Context: an optimization exercise on an open-source flow, tuned for small area, a short achievable clock period and few clock cycles. The choices shown serve that exercise and are no tape-out recipe. Only simulation tests tie the RTL to the original design; equivalence was not proved. Power figures rest on the tool's default switching activity, not on a simulated workload.

### flow/config.mk
export PLATFORM = sky130hd
export DESIGN_NAME = pcie_queue_top
export DESIGN_NICKNAME = pcie_queue_top
export VERILOG_FILES = /design/flow/design.v
export SDC_FILE = /design/flow/constraint.sdc
export NUM_CORES = 4
export LEC_CHECK = 0
export CAP_MARGIN = 20
export CORE_AREA = 10 10 650 650
export DIE_AREA = 0 0 660 660
export SLEW_MARGIN = 20
### flow/design.v
`timescale 1ns/1ps
`default_nettype none
package pcie_queue_pkg;
    localparam int DWORD_W       = 32;
    localparam int PCIE_ADDR_W   = 18;
    localparam int PAGE_LSB      = 12;
    localparam int LINE_LSB      = 6;
    localparam int REGS_PER_PAGE = 4;
    localparam int DEF_NB_QUEUES = 8;
    localparam int RB_BRAM_OFFSET = 512;
    typedef logic [DWORD_W-1:0]                 dword_t;
    typedef logic [2*DWORD_W-1:0]               kmem_addr_t;
    typedef logic [PCIE_ADDR_W-1:0]             pcie_addr_t;
    typedef logic [8*(1<<LINE_LSB)-1:0]         line_t;
    typedef logic [(1<<LINE_LSB)-1:0]           byte_en_t;
    typedef logic [REGS_PER_PAGE*DWORD_W-1:0]   page_t;
    typedef logic [PCIE_ADDR_W-LINE_LSB-1:0]    frb_addr_t;
    typedef logic [4:0]                         qcount_t;
endpackage
`default_nettype wire
`timescale 1ns/1ps
`default_nettype none
module queue_rr_counter #(
    parameter int  NB_QUEUES = pcie_queue_pkg::DEF_NB_QUEUES,
    parameter int  QW        = (NB_QUEUES > 1) ? $clog2(NB_QUEUES) : 1
) (
    input  logic                     pcie_clk,
    input  logic                     pcie_reset_n,
    input  pcie_queue_pkg::qcount_t  nb_queues,
    input  logic                     advance,
    output logic [QW-1:0]            next_queue
);
    logic last_queue;
    assign last_queue = (int'(next_queue) + 1 >= int'(nb_queues)) ||
                        (int'(next_queue) + 1 >= NB_QUEUES);
    always_ff @(posedge pcie_clk) begin
        if (!pcie_reset_n) begin
            next_queue <= (nb_queues > pcie_queue_pkg::qcount_t'(1) && NB_QUEUES > 1) ? QW'(1) : '0;
        end else if (advance) begin
            if (last_queue) begin
                next_queue <= '0;
            end else begin
                next_queue <= next_queue + QW'(1);
            end
        end
    end
endmodule
`default_nettype wire
`timescale 1ns/1ps
`default_nettype none
module queue_switch_fsm #(
    parameter int  NB_QUEUES = pcie_queue_pkg::DEF_NB_QUEUES,
    parameter int  QW        = (NB_QUEUES > 1) ? $clog2(NB_QUEUES) : 1
) (
    input  logic                     pcie_clk,
    input  logic                     pcie_reset_n,
    input  pcie_queue_pkg::qcount_t  nb_queues,
    input  logic                     dma_done,
    input  pcie_queue_pkg::dword_t   new_tail,
    output logic [QW-1:0]            cur_queue,
    output logic                     tail_we,
    output pcie_queue_pkg::dword_t   tail_data
);
    localparam logic [1:0] IDLE         = 2'd0;
    localparam logic [1:0] BRAM_DELAY_1 = 2'd1;
    localparam logic [1:0] BRAM_DELAY_2 = 2'd2;
    localparam logic [1:0] SWITCH_QUEUE = 2'd3;
    logic [1:0]    state;
    logic          accept;
    logic          advance;
    logic [QW-1:0] next_queue;
    queue_rr_counter #(
        .NB_QUEUES (NB_QUEUES),
        .QW        (QW)
    ) u_rr_counter (
        .pcie_clk     (pcie_clk),
        .pcie_reset_n (pcie_reset_n),
        .nb_queues    (nb_queues),
        .advance      (advance),
        .next_queue   (next_queue)
    );
    assign accept  = (state == IDLE) && dma_done && !tail_we;
    assign advance = (state == SWITCH_QUEUE);
    always_ff @(posedge pcie_clk) begin
        if (!pcie_reset_n) begin
            state     <= IDLE;
            cur_queue <= '0;
            tail_we   <= 1'b0;
        end else begin
            tail_we <= 1'b0;
            case (state)
                IDLE: begin
                    if (tail_we) begin
                        state <= BRAM_DELAY_1;
                    end else if (accept) begin
                        tail_we <= 1'b1;
                    end
                end
                BRAM_DELAY_1: begin
                    state <= BRAM_DELAY_2;
                end
                BRAM_DELAY_2: begin
                    state <= SWITCH_QUEUE;
                end
                SWITCH_QUEUE: begin
                    cur_queue <= next_queue;
                    state     <= IDLE;
                end
                default: begin
                    state <= IDLE;
                end
            endcase
        end
    end
    always_ff @(posedge pcie_clk) begin
        if (accept) begin
            tail_data <= new_tail;
        end
    end
endmodule
`default_nettype wire
`timescale 1ns/1ps
`default_nettype none
module queue_reg_file #(
    parameter int  NB_QUEUES = pcie_queue_pkg::DEF_NB_QUEUES,
    parameter int  QW        = (NB_QUEUES > 1) ? $clog2(NB_QUEUES) : 1
) (
    input  logic                       pcie_clk,
    input  logic                       pcie_reset_n,
    input  pcie_queue_pkg::pcie_addr_t pcie_address,
    input  logic                       pcie_write,
    input  pcie_queue_pkg::line_t      pcie_writedata,
    input  pcie_queue_pkg::byte_en_t   pcie_byteenable,
    input  logic [QW-1:0]              rd_page,
    output pcie_queue_pkg::page_t      rd_words,
    output logic [QW-1:0]              active_queue,
    output pcie_queue_pkg::dword_t     active_tail,
    output pcie_queue_pkg::dword_t     active_head,
    output pcie_queue_pkg::kmem_addr_t active_kmem_addr,
    input  logic [QW-1:0]              cur_queue,
    input  logic                       tail_we,
    input  pcie_queue_pkg::dword_t     tail_data
);
    pcie_queue_pkg::dword_t                           sel_tail;
    pcie_queue_pkg::dword_t                           sel_head;
    pcie_queue_pkg::kmem_addr_t                       sel_kmem_addr;
    localparam int BE_PER_DWORD = pcie_queue_pkg::DWORD_W / 8;
    pcie_queue_pkg::dword_t                           regs [NB_QUEUES][pcie_queue_pkg::REGS_PER_PAGE];
    logic [pcie_queue_pkg::PCIE_ADDR_W-pcie_queue_pkg::PAGE_LSB-1:0]  wr_page_num;
    logic [QW-1:0]                    wr_page;
    logic                             wr_hit;
    assign wr_page_num = pcie_address[pcie_queue_pkg::PCIE_ADDR_W-1:pcie_queue_pkg::PAGE_LSB];
    assign wr_page     = wr_page_num[QW-1:0];
    assign wr_hit = pcie_write
        && (int'(pcie_address[pcie_queue_pkg::PCIE_ADDR_W-1:pcie_queue_pkg::LINE_LSB]) < pcie_queue_pkg::RB_BRAM_OFFSET)
        && (int'(wr_page_num) < NB_QUEUES);
    always_ff @(posedge pcie_clk) begin
        if (!pcie_reset_n) begin
            for (int q = 0; q < NB_QUEUES; q++) begin
                for (int j = 0; j < pcie_queue_pkg::REGS_PER_PAGE; j++) begin
                    regs[q][j] <= '0;
                end
            end
        end else begin
            if (tail_we) begin
                regs[cur_queue][0] <= tail_data;
            end
            if (wr_hit) begin
                for (int j = 1; j < pcie_queue_pkg::REGS_PER_PAGE; j++) begin
                    if (&pcie_byteenable[j*BE_PER_DWORD +: BE_PER_DWORD]) begin
                        regs[wr_page][j] <= pcie_writedata[j*pcie_queue_pkg::DWORD_W +: pcie_queue_pkg::DWORD_W];
                    end
                end
            end
        end
    end
    assign sel_tail      = regs[cur_queue][0];
    assign sel_head      = regs[cur_queue][1];
    assign sel_kmem_addr = {regs[cur_queue][3], regs[cur_queue][2]};
    always_comb begin
        rd_words = '0;
        if (int'(rd_page) < NB_QUEUES) begin
            for (int j = 0; j < pcie_queue_pkg::REGS_PER_PAGE; j++) begin
                rd_words[j*pcie_queue_pkg::DWORD_W +: pcie_queue_pkg::DWORD_W] = regs[rd_page][j];
            end
        end
    end
    always_ff @(posedge pcie_clk) begin
        if (!pcie_reset_n) begin
            active_queue     <= '0;
            active_tail      <= '0;
            active_head      <= '0;
            active_kmem_addr <= '0;
        end else begin
            active_queue     <= cur_queue;
            active_tail      <= sel_tail;
            active_head      <= sel_head;
            active_kmem_addr <= sel_kmem_addr;
        end
    end
endmodule
`default_nettype wire
`timescale 1ns/1ps
`default_nettype none
module pio_read_path #(
    parameter int  NB_QUEUES = pcie_queue_pkg::DEF_NB_QUEUES,
    parameter int  QW        = (NB_QUEUES > 1) ? $clog2(NB_QUEUES) : 1
) (
    input  logic                       pcie_clk,
    input  logic                       pcie_reset_n,
    input  pcie_queue_pkg::pcie_addr_t pcie_address,
    input  logic                       pcie_read,
    input  pcie_queue_pkg::page_t      rd_words,
    input  pcie_queue_pkg::line_t      frb_readdata,
    input  logic                       frb_readvalid,
    output logic [QW-1:0]              rd_page,
    output logic                       frb_read,
    output pcie_queue_pkg::frb_addr_t  frb_address,
    output pcie_queue_pkg::line_t      pcie_readdata,
    output logic                       pcie_readdatavalid
);
    pcie_queue_pkg::frb_addr_t line_idx;
    logic      reg_region;
    logic      region_r1;
    logic      region_r2;
    logic      read_r1;
    logic      read_r2;
    pcie_queue_pkg::page_t     page_data;
    assign line_idx   = pcie_address[pcie_queue_pkg::PCIE_ADDR_W-1:pcie_queue_pkg::LINE_LSB];
    assign reg_region = line_idx < pcie_queue_pkg::frb_addr_t'(pcie_queue_pkg::RB_BRAM_OFFSET);
    always_ff @(posedge pcie_clk) begin
        rd_page <= pcie_address[pcie_queue_pkg::PAGE_LSB +: QW];
    end
    assign frb_read    = pcie_read & ~reg_region;
    assign frb_address = line_idx - pcie_queue_pkg::frb_addr_t'(pcie_queue_pkg::RB_BRAM_OFFSET);
    always_ff @(posedge pcie_clk) begin
        if (!pcie_reset_n) begin
            region_r1 <= 1'b0;
            region_r2 <= 1'b0;
            read_r1   <= 1'b0;
            read_r2   <= 1'b0;
        end else begin
            region_r1 <= reg_region;
            region_r2 <= region_r1;
            read_r1   <= pcie_read;
            read_r2   <= read_r1;
        end
    end
    always_ff @(posedge pcie_clk) begin
        page_data <= rd_words;
    end
    always_ff @(posedge pcie_clk) begin
        if (!pcie_reset_n) begin
            pcie_readdatavalid <= 1'b0;
        end else if (read_r2 && region_r2) begin
            pcie_readdatavalid <= 1'b1;
        end else begin
            pcie_readdatavalid <= frb_readvalid;
        end
    end
    always_ff @(posedge pcie_clk) begin
        if (read_r2 && region_r2) begin
            pcie_readdata <= pcie_queue_pkg::line_t'(page_data);
        end else begin
            pcie_readdata <= frb_readdata;
        end
    end
endmodule
`default_nettype wire
`timescale 1ns/1ps
`default_nettype none
module pcie_queue_top (
    input  logic           pcie_clk,
    input  logic           pcie_reset_n,
    input  logic [4:0]     nb_queues,
    input  logic [17:0]    pcie_address,
    input  logic           pcie_write,
    input  logic           pcie_read,
    input  logic [511:0]   pcie_writedata,
    input  logic [63:0]    pcie_byteenable,
    output logic [511:0]   pcie_readdata,
    output logic           pcie_readdatavalid,
    input  logic           dma_done,
    input  logic [31:0]    new_tail,
    output logic [2:0]     active_queue,
    output logic [31:0]    active_tail,
    output logic [31:0]    active_head,
    output logic [63:0]    active_kmem_addr,
    output logic           frb_read,
    output logic [11:0]    frb_address,
    input  logic [511:0]   frb_readdata,
    input  logic           frb_readvalid
);
    localparam int NB_QUEUES = pcie_queue_pkg::DEF_NB_QUEUES;
    localparam int QW        = (NB_QUEUES > 1) ? $clog2(NB_QUEUES) : 1;
    logic [QW-1:0] rd_page;
    pcie_queue_pkg::page_t         rd_words;
    logic [QW-1:0] cur_queue;
    logic          tail_we;
    pcie_queue_pkg::dword_t        tail_data;
    queue_switch_fsm #(
        .NB_QUEUES (NB_QUEUES),
        .QW        (QW)
    ) u_switch_fsm (
        .pcie_clk     (pcie_clk),
        .pcie_reset_n (pcie_reset_n),
        .nb_queues    (nb_queues),
        .dma_done     (dma_done),
        .new_tail     (new_tail),
        .cur_queue    (cur_queue),
        .tail_we      (tail_we),
        .tail_data    (tail_data)
    );
    queue_reg_file #(
        .NB_QUEUES (NB_QUEUES),
        .QW        (QW)
    ) u_reg_file (
        .pcie_clk         (pcie_clk),
        .pcie_reset_n     (pcie_reset_n),
        .pcie_address     (pcie_address),
        .pcie_write       (pcie_write),
        .pcie_writedata   (pcie_writedata),
        .pcie_byteenable  (pcie_byteenable),
        .rd_page          (rd_page),
        .rd_words         (rd_words),
        .active_queue     (active_queue),
        .active_tail      (active_tail),
        .active_head      (active_head),
        .active_kmem_addr (active_kmem_addr),
        .cur_queue        (cur_queue),
        .tail_we          (tail_we),
        .tail_data        (tail_data)
    );
    pio_read_path #(
        .NB_QUEUES (NB_QUEUES),
        .QW        (QW)
    ) u_read_path (
        .pcie_clk           (pcie_clk),
        .pcie_reset_n       (pcie_reset_n),
        .pcie_address       (pcie_address),
        .pcie_read          (pcie_read),
        .rd_words           (rd_words),
        .frb_readdata       (frb_readdata),
        .frb_readvalid      (frb_readvalid),
        .rd_page            (rd_page),
        .frb_read           (frb_read),
        .frb_address        (frb_address),
        .pcie_readdata      (pcie_readdata),
        .pcie_readdatavalid (pcie_readdatavalid)
    );
endmodule
`default_nettype wire
### flow/run.sh
#!/bin/bash
# synth_recipe.tcl (not shown) runs the flow's synth.tcl, then flattens the netlist and writes it again
# the make line also repeats each setting of config.mk as NAME=value (left out here)
make -C /OpenROAD-flow-scripts/flow DESIGN_CONFIG=/design/flow/config.mk WORK_HOME=/design/flow/orfs CLKGATE_MAP_FILE= SYNTH_SCRIPT=/design/flow/synth_recipe.tcl finish
### flow/constraint.sdc
create_clock -name core_clock -period 5.0 [get_ports {pcie_clk}]
set_input_delay 1.0000 -clock core_clock [delete_from_list [all_inputs] [get_ports {pcie_clk}]]
set_output_delay 1.0000 -clock core_clock [all_outputs]
set_load 0.01 [all_outputs]
==> summary.txt <==
final timing paths:
path | start | to | slack [ns] | depth (start not counted)
max | pcie_address[15] | frb_address[11] | 1.39 | 5
min | u_read_path.page_data[107] | u_read_path.pcie_readdata[107] | 0.42 | 2
max reg2reg | u_switch_fsm.cur_queue[0] | u_reg_file.active_kmem_addr[25] | 2.13 | 4
min reg2reg | u_read_path.page_data[107] | u_read_path.pcie_readdata[107] | 0.42 | 2
final cells by class:
type,instances,area [sq um]
Inverter,9,33.8
Sequential cell,1844,47500
Clock buffer,300,6290
Clock inverter,121,1350
Fill cell,42400,305000
Antenna cell,61,153
Timing Repair Buffer,1449,14600
Tap cell,5428,6790
Multi-Input combinational cell,3299,25400
state kept, by name, indices dropped and copies added, names as in the netlist:
register	count
u_reg_file.regs	1024
u_read_path.pcie_readdata	512
u_reg_file.active_queue	3
u_switch_fsm.cur_queue	3
u_read_path.read_r2	1
u_read_path.pcie_readdatavalid	1
u_switch_fsm.tail_data	32
u_read_path.rd_page	3
u_switch_fsm.tail_we	1
u_reg_file.active_tail	32
u_read_path.read_r1	1
u_read_path.page_data	128
u_read_path.region_r2	1
u_reg_file.active_head	32
u_switch_fsm.state	2
u_read_path.region_r1	1
u_switch_fsm.u_rr_counter.next_queue	3
u_reg_file.active_kmem_addr	64
through the flow:
| stage | util [%] | hold slack, ns | setup slack (ns) | instance area [sq um] | instances |
|---|---|---|---|---|---|
| global route | 25.1 | 0.434 | 1.38 | 102000 | 12500 |
| detailed placement | 23.2 | 0.403 | 0.953 | 94400 | 12000 |
| global placement | 23.2 | 0.407 | 0.954 | 94400 | 12000 |
| floorplan | - | 0.392 | 0.214 | 74300 | 5556 |
| CTS | 25.1 | 0.413 | 1.41 | 102000 | 12500 |
| finish | 25.1 | 0.416 | 1.39 | 102000 | 12500 |
layer usage:
| metal | routed length (microns) | vias to the layer above | global-route usage (%) |
|---|---|---|---|
| li1 | - | 22400 | - |
| met1 | 144000 | 25600 | 19.2 |
| met2 | 190000 | 2312 | 29.0 |
| met3 | 29600 | 594 | 4.14 |
| met4 | 24500 | 78 | 9.41 |
| met5 | 506 | - | 0 |
worst max-delay path: cells and delay by family:
kind | cells | cell delay [ns]
xor+xnor | 1 | 0.14
fa+ha+maj | 1 | 0.21
buf+inv | 3 | 1.27
where the power goes:
part,internal (mW),switching [mW],leakage [nW]
sequential,17.0,0.620,16.9
combinational,2.14,2.36,13.7
clock,9.84,7.11,3.72
total,29.0,10.1,34.3
cells by family (layout without fill, tap and decap cells):
logic type | after synthesis | count (layout)
compound gates | 419 | 419
other cells | 0 | 61
xor+xnor | 2 | 2
simple gates | 1968 | 1968
buf+inv | 413 | 1879
fa+ha+maj | 10 | 10
flops | 1844 | 1844
mux | 900 | 900
synth_stat cells (all sizes together):
library cell	instances
nand2	488
o21a	129
nand3b	4
and2	873
o31a	1
dfxtp	785
or4	1
nor4	1
nand2b	9
o311a	1
mux2i	516
nand3	7
mux2	128
ha	10
o22ai	256
clkbuf	255
or3b	1
o21ai	30
and3	1
nor2b	6
or3	1
inv	9
nand4	1
nor3	3
or2	6
nor2	560
and4	5
nor4b	1
o2bb2ai	1
edfxtp	1059
buf	149
a2111oi	1
mux4	256
xor2	2
==> impl_metrics.csv <==
group,metric,value,unit
run_status,status,"complete, no violations",
die,num_rows,234,
route,first_iter_violations,4777,
logic_synthesis,synth_cells,5556,
sta,fmax,277,MHz
logic_synthesis,synth_compound_area_share,3.71,%
logic_synthesis,synth_xor_area_share,0.0236,%
setup_path,crit_path_cell_trace,"clkdlybuf4s50_1 > inv_1 > ha_1 > xor2_1 > clkdlybuf4s50_1",
finish,drive_gt1_share,13.4,%
logic_synthesis,yosysTopAreaCellShare,42.8,%
global_route,grt_max_degree,98,
power_and_ir_drop,p_leak,34.3,nW
global_route,track_usage,16.9,%
clocking,cts_repair_resize_count,0,
global_route,gr-total-overflow,0,
setup_path,crit_fanout,3,
clocking,htree_levels,4,
sta,relSlewSlack,30.4,%
setup_path,cp-start-kind,"primary input",
placement,dp_hpwl,286000,microns
route,vias_per_cell,4.08,
global_route,antenna_found_initial,185,
route,drtAntennaViolNets,0,
power_and_ir_drop,powerDensity,383,nW/um^2
sta,hold_viol_final,0,
route,route.detailed.drc,0,
clocking,path_clk_slew,0.06,ns
placement,io_buffers,1319,
logic_synthesis,yosysUniqueCellTypes,41,
sta,period_minus_slack,3.61,ns
clocking,cts_tree,"yes",
global_route,grt_pass1_wl,495000,microns
sta,rsz0062_at_grt,"no",
worst_hold_path,hold_path.class,"flop to flop",
setup_path,cp.arrival,2.61,ns
logic_synthesis,netlist_area,74300,sq um
setup_path,worstPathRequired,4.00,ns
power_and_ir_drop,peakVddDrop,0.292,mV
clocking,clock_path_buffers,4,
flow_run,cap_violations,0,
logic_synthesis,ys_seq_area_share,64.0,%
setup_path,slowest_delay,0.62,ns
finish,layout_commonest_cell,"clkdlybuf4s50_1",
setup_path,critPathSlowestCell,"clkdlybuf4s50_1",
logic_synthesis,synth_adder_area_share,0.168,%
clocking,post-cts-setup-buffers,0,
die,coreArea,407000,sq um
sta,drv_slew,0,
clocking,clock_sinks,1844,
finish,nets,7987,
sta,worstMarginPinSlew,1.04,ns
clocking,clockRootBuffer,"clkbuf_16",
setup_path,cpMostUsedCell,"clkdlybuf4s50_1",
setup_path,path_class,"primary input to output pin",
die,io_pins,1806,
die,die_x,660,microns
route,drt_pass1_iterations,6,
sta,finalClockSkew,0.0727,ns
die,dieArea,436000,sq um
sta,period_share,72.3,%
clocking,numCtsBuffers,225,
logic_synthesis,synthTopCellsByArea,"edfxtp_1 (43%), dfxtp_1 (21%), mux4_2 (7.8%), and2_1 (7.4%), mux2i_1 (7.0%)",
route,vias,51000,
route,post_drt_wl_per_cell,31.0,microns
logic_synthesis,synth-warning-count,4,
logic_synthesis,synthMuxAreaShare,16.7,%
logic_synthesis,ys_ff_latch,1844,
sta,tns,0,ns
finish,layout_common_cells,"clkdlybuf4s50_1 (1,318), edfxtp_1 (1,059), and2_1 (872)",
logic_synthesis,syn_avg_cell_area,13.4,sq um
logic_synthesis,synth_top_family_by_area,"multiplexers",
logic_synthesis,synth-simple-area-share,13.1,%
route,drt-total-wl,388000,microns
placement,gp_congestion,0.972,
logic_synthesis,synth_largest_area_cell,"edfxtp_1",
die,start_util,18.2,%
setup_path,end_kind,"output pin",
clocking,cts_hold_buf,0,
logic_synthesis,syn_nets,6715,
finish,area_growth,37.6,%
power_and_ir_drop,p_total,39.1,mW
die,die_h,660,microns
clocking,clock_latency,0.90,ns
sta,final-setup-viol-count,0,
global_route,grt_pass1_vias,50600,
Testbench counts, summed over its fixed seeds: cycles 19,208.

what the ideal ports hide:
The flow's constraints put no driver on any port. The routed layout listed below was extracted and timed again, unchanged, in two steps.
Step 1 (the two cells are an assumption about what drives the block):
set clk [get_ports {pcie_clk}]
set_driving_cell -lib_cell sky130_fd_sc_hd__clkbuf_16 $clk
set_driving_cell -lib_cell sky130_fd_sc_hd__buf_2 [delete_from_list [all_inputs] $clk]
Step 2, shift: input delay + t, output delay - t, t = (earliest + latest rising clock arrival at the registers) / 2. This alone moves slack from input paths to output paths.
Three values: no drivers, after step 1, after step 2; two values: the first two.
t (ns): 0.988
slack for setup (ns): 1.387 / 1.320 / 0.937
worst slew at a driven data input, ns: 0.47
cell pins on the clock port's net: 1
After both steps setup and hold are still met in this run. For this run, drivers alone change the setup slack by -0.067 ns; drivers and shift together by -0.450 ns.
